This design comes from an exercise in tuning for small area on the open sky130 flow, not from production work. Only simulation tests tie the RTL to the original design; equivalence was not proved.

==> inputs of 07-12 <==
## gregorian_date_up_down_counter_core
module gregorian_date_up_down_counter_core (
	input logic       clk,
	input logic       arst_n,
	input  logic        req_valid,
	output logic        req_ready,
	input  logic [1:0]  req_cmd,
	input  logic [26:0] req_load_value,
	output logic        rsp_valid,
	input  logic        rsp_ready,
	output logic [13:0] rsp_year_out,
	output logic [3:0]  rsp_month_out,
	output logic [4:0]  rsp_day_out,
	output logic [26:0] rsp_packed_now,
	output logic [26:0] rsp_packed_before,
	output logic        rsp_leap_flag,
	output logic        rsp_load_ok
);
	logic        v1_q;
	logic [1:0]  cmd1_q;
	logic [13:0] ly1_q;
	logic [13:0] vlo1_q;
	logic [13:0] year_q;
	logic [3:0]  mon_q;
	logic [4:0]  day_q;
	logic        leap_q;
	logic        vld_q;
	logic [26:0] before_q;
	logic        ok_q;
	logic        rdy2, take, adv;
	logic        is_step, is_back, is_load;
	logic [13:0] ld_year_c;
	logic [3:0]  ld_mon;
	logic [4:0]  ld_day;
	logic        ld_fmt_ok, load_ok;
	logic [13:0] st_year, year_d;
	logic [3:0]  st_mon;
	logic [4:0]  st_day;
	logic        month_chg, year_chg;
	logic        en_y, en_m, en_d;
	logic        leap_new;
	logic [26:0] pack_now;
	assign rdy2      = !vld_q || rsp_ready;
	assign req_ready = !v1_q || rdy2;
	assign take      = req_valid && req_ready;
	assign adv       = v1_q && rdy2;
	gdc_year_div u_ydiv (.v(req_load_value[26:11]), .year(ld_year_c));
	always_ff @(posedge clk or negedge arst_n) begin
		if (!arst_n) begin
			v1_q <= 1'b0;
		end else begin
			v1_q <= take || (v1_q && !rdy2);
		end
	end
  ...
==> flow/config.mk <==
export PLATFORM = sky130hd
export DESIGN_NAME = gregorian_date_up_down_counter_core
export DESIGN_NICKNAME = gregorian_date_up_down_counter_core
export VERILOG_FILES = /design/flow/design.v
export SDC_FILE = /design/flow/constraint.sdc
export NUM_CORES = 4
export LEC_CHECK = 0
export CAP_MARGIN = 20
export CORE_MARGIN = 2
export CORE_UTILIZATION = 70
export CTS_BUF_LIST = sky130_fd_sc_hd__clkbuf_8
export SLEW_MARGIN = 20
==> flow/constraint.sdc <==
create_clock -name core_clock -period 10.0 [get_ports {clk}]
set_input_delay 2.0000 -clock core_clock [delete_from_list [all_inputs] [get_ports {clk}]]
set_output_delay 2.0000 -clock core_clock [all_outputs]
set_load 0.01 [all_outputs]
standard.sh (not shown) runs the stock make flow with config.mk's settings and CLKGATE_MAP_FILE= SYNTH_SCRIPT=/design/flow/synth_recipe.tcl, a recipe that flattens the netlist after the stock synthesis.
==> flow/flow/run.sh <==
#!/bin/bash
# The standard layout, with the port buffers that placement inserts made
# sky130_fd_sc_hd__buf_1 instead of the flow's default choice. Synthesis is the
# standard one, run on its own first so the buffer setting reaches only placement.
set -euo pipefail
bash standard.sh synth > synth.log 2>&1
bash standard.sh "BUFFER_PORTS_ARGS=-buffer_cell sky130_fd_sc_hd__buf_1" finish > layout.log 2>&1
==> 11-14 (differences from 07-12) <==
--- a/flow/design.v
+++ b/flow/design.v
@@ -553,15 +553,15 @@
 	assign month  = m;
 	assign day    = {tdiff[2:0], r[1:0]};
 	assign fmt_ok = !big && (r[13:11] == 3'd0)
 		&& (exact ? !borrow : (plus1 && borrow)) && (day != 5'd0);
 endmodule
 module gdc_leap_res (
 	input  logic [13:0] year,
-	output logic [6:0]  s
+	output logic [8:0]  s
 );
 	logic lp_w1;
 	logic lp_w2;
 	logic lp_w3;
 	logic lp_w4;
 	logic lp_w5;
 	logic lp_w6;
@@ -595,66 +595,75 @@
 	logic lp_w34;
 	logic lp_w35;
 	logic lp_w36;
 	logic lp_w37;
 	logic lp_w38;
 	logic lp_w39;
 	logic lp_w40;
-	assign lp_w1 = year[3] ^ year[7] ^ year[8];
-	assign lp_w2 = (year[3] & year[7]) | (year[8] & (year[3] ^ year[7]));
-	assign lp_w3 = year[4] ^ year[7] ^ year[8];
-	assign lp_w4 = (year[4] & year[7]) | (year[8] & (year[4] ^ year[7]));
-	assign lp_w5 = year[10] ^ year[11];
-	assign lp_w6 = year[10] & year[11];
-	assign lp_w7 = year[5] ^ year[8] ^ year[11];
-	assign lp_w8 = (year[5] & year[8]) | (year[11] & (year[5] ^ year[8]));
-	assign lp_w9 = year[2] ^ year[7];
-	assign lp_w10 = year[2] & year[7];
-	assign lp_w11 = lp_w1 ^ year[9] ^ year[10];
-	assign lp_w12 = (lp_w1 & year[9]) | (year[10] & (lp_w1 ^ year[9]));
-	assign lp_w13 = lp_w3 ^ lp_w5 ^ year[13];
-	assign lp_w14 = (lp_w3 & lp_w5) | (year[13] & (lp_w3 ^ lp_w5));
-	assign lp_w15 = lp_w7 ^ year[12] ^ lp_w4;
-	assign lp_w16 = (lp_w7 & year[12]) | (lp_w4 & (lp_w7 ^ year[12]));
-	assign lp_w17 = year[6] ^ year[12] ^ year[13];
-	assign lp_w18 = (year[6] & year[12]) | (year[13] & (year[6] ^ year[12]));
-	assign lp_w19 = lp_w9 ^ year[9];
-	assign lp_w20 = lp_w9 & year[9];
-	assign lp_w21 = lp_w11 ^ year[13] ^ lp_w10;
-	assign lp_w22 = (lp_w11 & year[13]) | (lp_w10 & (lp_w11 ^ year[13]));
-	assign lp_w23 = lp_w13 ^ lp_w2 ^ lp_w12;
-	assign lp_w24 = (lp_w13 & lp_w2) | (lp_w12 & (lp_w13 ^ lp_w2));
-	assign lp_w25 = lp_w15 ^ lp_w6 ^ lp_w14;
-	assign lp_w26 = (lp_w15 & lp_w6) | (lp_w14 & (lp_w15 ^ lp_w6));
-	assign lp_w27 = lp_w17 ^ lp_w8 ^ lp_w16;
-	assign lp_w28 = (lp_w17 & lp_w8) | (lp_w16 & (lp_w17 ^ lp_w8));
-	assign lp_w29 = lp_w19 ^ year[13];
-	assign lp_w30 = lp_w19 & year[13];
-	assign lp_w31 = lp_w21 ^ lp_w20 ^ lp_w30;
-	assign lp_w32 = (lp_w21 & lp_w20) | (lp_w30 & (lp_w21 ^ lp_w20));
-	assign lp_w33 = lp_w23 ^ lp_w22 ^ lp_w32;
-	assign lp_w34 = (lp_w23 & lp_w22) | (lp_w32 & (lp_w23 ^ lp_w22));
-	assign lp_w35 = lp_w25 ^ lp_w24 ^ lp_w34;
-	assign lp_w36 = (lp_w25 & lp_w24) | (lp_w34 & (lp_w25 ^ lp_w24));
-	assign lp_w37 = lp_w27 ^ lp_w26 ^ lp_w36;
-	assign lp_w38 = (lp_w27 & lp_w26) | (lp_w36 & (lp_w27 ^ lp_w26));
-	assign lp_w39 = lp_w18 ^ lp_w28 ^ lp_w38;
-	assign lp_w40 = (lp_w18 & lp_w28) | (lp_w38 & (lp_w18 ^ lp_w28));
-	assign s = {lp_w40, lp_w39, lp_w37, lp_w35, lp_w33, lp_w31, lp_w29};
+	logic lp_w41;
+	logic lp_w42;
+	logic lp_w43;
+	logic lp_w44;
+	assign lp_w1 = ~year[7] ^ year[2];
+	assign lp_w2 = ~year[7] & year[2];
+	assign lp_w3 = ~year[8] ^ year[3] ^ ~year[13];
+	assign lp_w4 = (~year[8] & year[3]) | (~year[13] & (~year[8] ^ year[3]));
+	assign lp_w5 = ~year[9] ^ year[4];
+	assign lp_w6 = ~year[9] & year[4];
+	assign lp_w7 = year[7] ^ ~year[10];
+	assign lp_w8 = year[7] & ~year[10];
+	assign lp_w9 = year[8] ^ ~year[11] ^ year[6];
+	assign lp_w10 = (year[8] & ~year[11]) | (year[6] & (year[8] ^ ~year[11]));
+	assign lp_w11 = lp_w1 ^ ~year[12];
+	assign lp_w12 = lp_w1 & ~year[12];
+	assign lp_w13 = lp_w3 ^ 1'b1 ^ lp_w2;
+	assign lp_w14 = (lp_w3 & 1'b1) | (lp_w2 & (lp_w3 ^ 1'b1));
+	assign lp_w15 = lp_w5 ^ 1'b1 ^ lp_w4;
+	assign lp_w16 = (lp_w5 & 1'b1) | (lp_w4 & (lp_w5 ^ 1'b1));
+	assign lp_w17 = lp_w7 ^ year[5] ^ lp_w6;
+	assign lp_w18 = (lp_w7 & year[5]) | (lp_w6 & (lp_w7 ^ year[5]));
+	assign lp_w19 = lp_w9 ^ 1'b1 ^ lp_w8;
+	assign lp_w20 = (lp_w9 & 1'b1) | (lp_w8 & (lp_w9 ^ 1'b1));
+	assign lp_w21 = year[9] ^ 1'b1 ^ lp_w10;
+	assign lp_w22 = (year[9] & 1'b1) | (lp_w10 & (year[9] ^ 1'b1));
+	assign lp_w23 = year[10] ^ 1'b1;
+	assign lp_w24 = year[10] & 1'b1;
+	assign lp_w25 = year[11] ^ 1'b1;
+	assign lp_w26 = year[11] & 1'b1;
+	assign lp_w27 = lp_w11 ^ 1'b1;
+	assign lp_w28 = lp_w11 & 1'b1;
+	assign lp_w29 = lp_w13 ^ lp_w12 ^ lp_w28;
+	assign lp_w30 = (lp_w13 & lp_w12) | (lp_w28 & (lp_w13 ^ lp_w12));
+	assign lp_w31 = lp_w15 ^ lp_w14 ^ lp_w30;
+	assign lp_w32 = (lp_w15 & lp_w14) | (lp_w30 & (lp_w15 ^ lp_w14));
+	assign lp_w33 = lp_w17 ^ lp_w16 ^ lp_w32;
+	assign lp_w34 = (lp_w17 & lp_w16) | (lp_w32 & (lp_w17 ^ lp_w16));
+	assign lp_w35 = lp_w19 ^ lp_w18 ^ lp_w34;
+	assign lp_w36 = (lp_w19 & lp_w18) | (lp_w34 & (lp_w19 ^ lp_w18));
+	assign lp_w37 = lp_w21 ^ lp_w20 ^ lp_w36;
+	assign lp_w38 = (lp_w21 & lp_w20) | (lp_w36 & (lp_w21 ^ lp_w20));
+	assign lp_w39 = lp_w23 ^ lp_w22 ^ lp_w38;
+	assign lp_w40 = (lp_w23 & lp_w22) | (lp_w38 & (lp_w23 ^ lp_w22));
+	assign lp_w41 = lp_w25 ^ lp_w24 ^ lp_w40;
+	assign lp_w42 = (lp_w25 & lp_w24) | (lp_w40 & (lp_w25 ^ lp_w24));
+	assign lp_w43 = 1'b1 ^ lp_w26 ^ lp_w42;
+	assign lp_w44 = (1'b1 & lp_w26) | (lp_w42 & (1'b1 ^ lp_w26));
+	assign s = {lp_w43, lp_w41, lp_w39, lp_w37, lp_w35, lp_w33, lp_w31, lp_w29, lp_w27};
 endmodule
 module gdc_leap (
 	input  logic [13:0] year,
 	output logic        leap
 );
-	logic [6:0] s;
+	logic [8:0] s;
 	logic       cent;
 	gdc_leap_res u_res (.year(year), .s(s));
 	always_comb begin
 		case (s)
-			7'd0, 7'd25, 7'd50, 7'd75, 7'd100: cent = 1'b1;
+			9'd25, 9'd50, 9'd75, 9'd100, 9'd125, 9'd150,
+			9'd175, 9'd200, 9'd225, 9'd250, 9'd275, 9'd300: cent = 1'b1;
 			default: cent = 1'b0;
 		endcase
 	end
 	assign leap = (year[1:0] == 2'd0) && (!cent || (year[3:2] == 2'd0));
 endmodule
 module gdc_step (
 	input  logic [13:0] year,
@@ -1062,16 +1071,16 @@
 	assign req_ready = !v1_q || rdy2;
 	assign take      = req_valid && req_ready;
 	assign adv       = v1_q && rdy2;
 	gdc_year_div u_ydiv (.v(req_load_value[26:11]), .year(ld_year_c));
 	always_ff @(posedge clk or negedge arst_n) begin
 		if (!arst_n) begin
 			v1_q <= 1'b0;
-		end else begin
-			v1_q <= take || (v1_q && !rdy2);
+		end else if (req_ready) begin
+			v1_q <= req_valid;
 		end
 	end
 	always_ff @(posedge clk) begin
 		if (take) begin
 			cmd1_q <= req_cmd;
 			ly1_q  <= ld_year_c;
 			vlo1_q <= req_load_value[13:0];
==> flow/run.sh (new file) <==
#!/bin/bash
# synth_recipe.tcl (not shown) runs the flow's synth.tcl, then flattens the netlist and writes it again
# the make line also repeats each setting of config.mk as NAME=value (left out here)
make -C /OpenROAD-flow-scripts/flow DESIGN_CONFIG=/design/flow/config.mk WORK_HOME=/design/flow/orfs CLKGATE_MAP_FILE= SYNTH_SCRIPT=/design/flow/synth_recipe.tcl finish
Settings changed: CTS_BUF_LIST sky130_fd_sc_hd__clkbuf_8 to unset.
removed: flow/flow/run.sh
removed: flow/standard.sh
==> 05-03 (differences from 07-12) <==
Settings changed: CTS_BUF_LIST sky130_fd_sc_hd__clkbuf_8 to sky130_fd_sc_hd__clkbuf_4 sky130_fd_sc_hd__clkbuf_8, CTS_CLUSTER_SIZE set to 10.
==> metrics.md <==
| Metric | Value |
|---|---|
| Most frequent cells in the layout | 212 x inv_1, 113 x fa_1, 112 x buf_1 |
| Share of layout cells above drive strength 1 | 6.73% |
| Non-clk buf share | 5.25% |
| Nonclk buf count | 126 |
| Met2 Usage GRT | 54.8% |
| Status | complete, no violations |
| Non-Filler Instances | 1153 |
| CP arrival | 7.67 ns |
| Synth top cells by count | 211 x inv_1, 122 x fa_1, 86 x ha_1, 58 x edfxtp_1, 43 x a21oi_1 |
# the run above: 07-12

==> metrics.md <==
| Metric | Value |
|---|---|
| Non-Filler Instances | 1192 |
| Most frequent cells in the layout | 201 x inv_1, 109 x clkdlybuf4s50_1, 106 x fa_1 |
| Met2 Usage GRT | 55.9% |
| Share of layout cells above drive strength 1 | 7.19% |
| Status | complete, no violations |
# the run above: 11-14

==> metrics.md <==
| Metric | Value |
|---|---|
| Share of layout cells above drive strength 1 | 6.83% |
| CP arrival | 7.67 ns |
| Non-Filler Instances | 1153 |
| Met2 Usage GRT | 54.8% |
| Post_cts resized | 5 |
| Synth top cells by count | 211 x inv_1, 122 x fa_1, 86 x ha_1, 58 x edfxtp_1, 43 x a21oi_1 |
| Most frequent cells in the layout | 211 x inv_1, 113 x fa_1, 112 x buf_1 |
| Status | complete, no violations |
| Non-clk buf share | 5.25% |
# the run above: 05-03

==> port drivers added, routing unchanged <==
In the flow no input, the clock included, has a driving cell. The finished layouts below were timed again as built, in two steps.
Step 1, drivers: a clkbuf_16 drives clk and a buf_2 each remaining input, both assumed.
Step 2, shift: input delay + t, output delay - t, t = (earliest + latest rising clock arrival at the registers) / 2. This alone moves slack from input paths to output paths.
Three values: ideal ports, drivers, drivers and shift; two values: the first two.
run	t (ns)	setup WS [ns]	worst setup path at the end	worst register clock-pin slew, ns
07-12	0.426	0.329 / 0.291 / 0.717	register to output	0.10 / 0.10
11-14	0.397	0.153 / 0.112 / 0.508	register to output	0.07 / 0.07
05-03	0.424	0.325 / 0.288 / 0.713	register to output	0.09 / 0.09
After both steps every run listed still meets setup and hold.
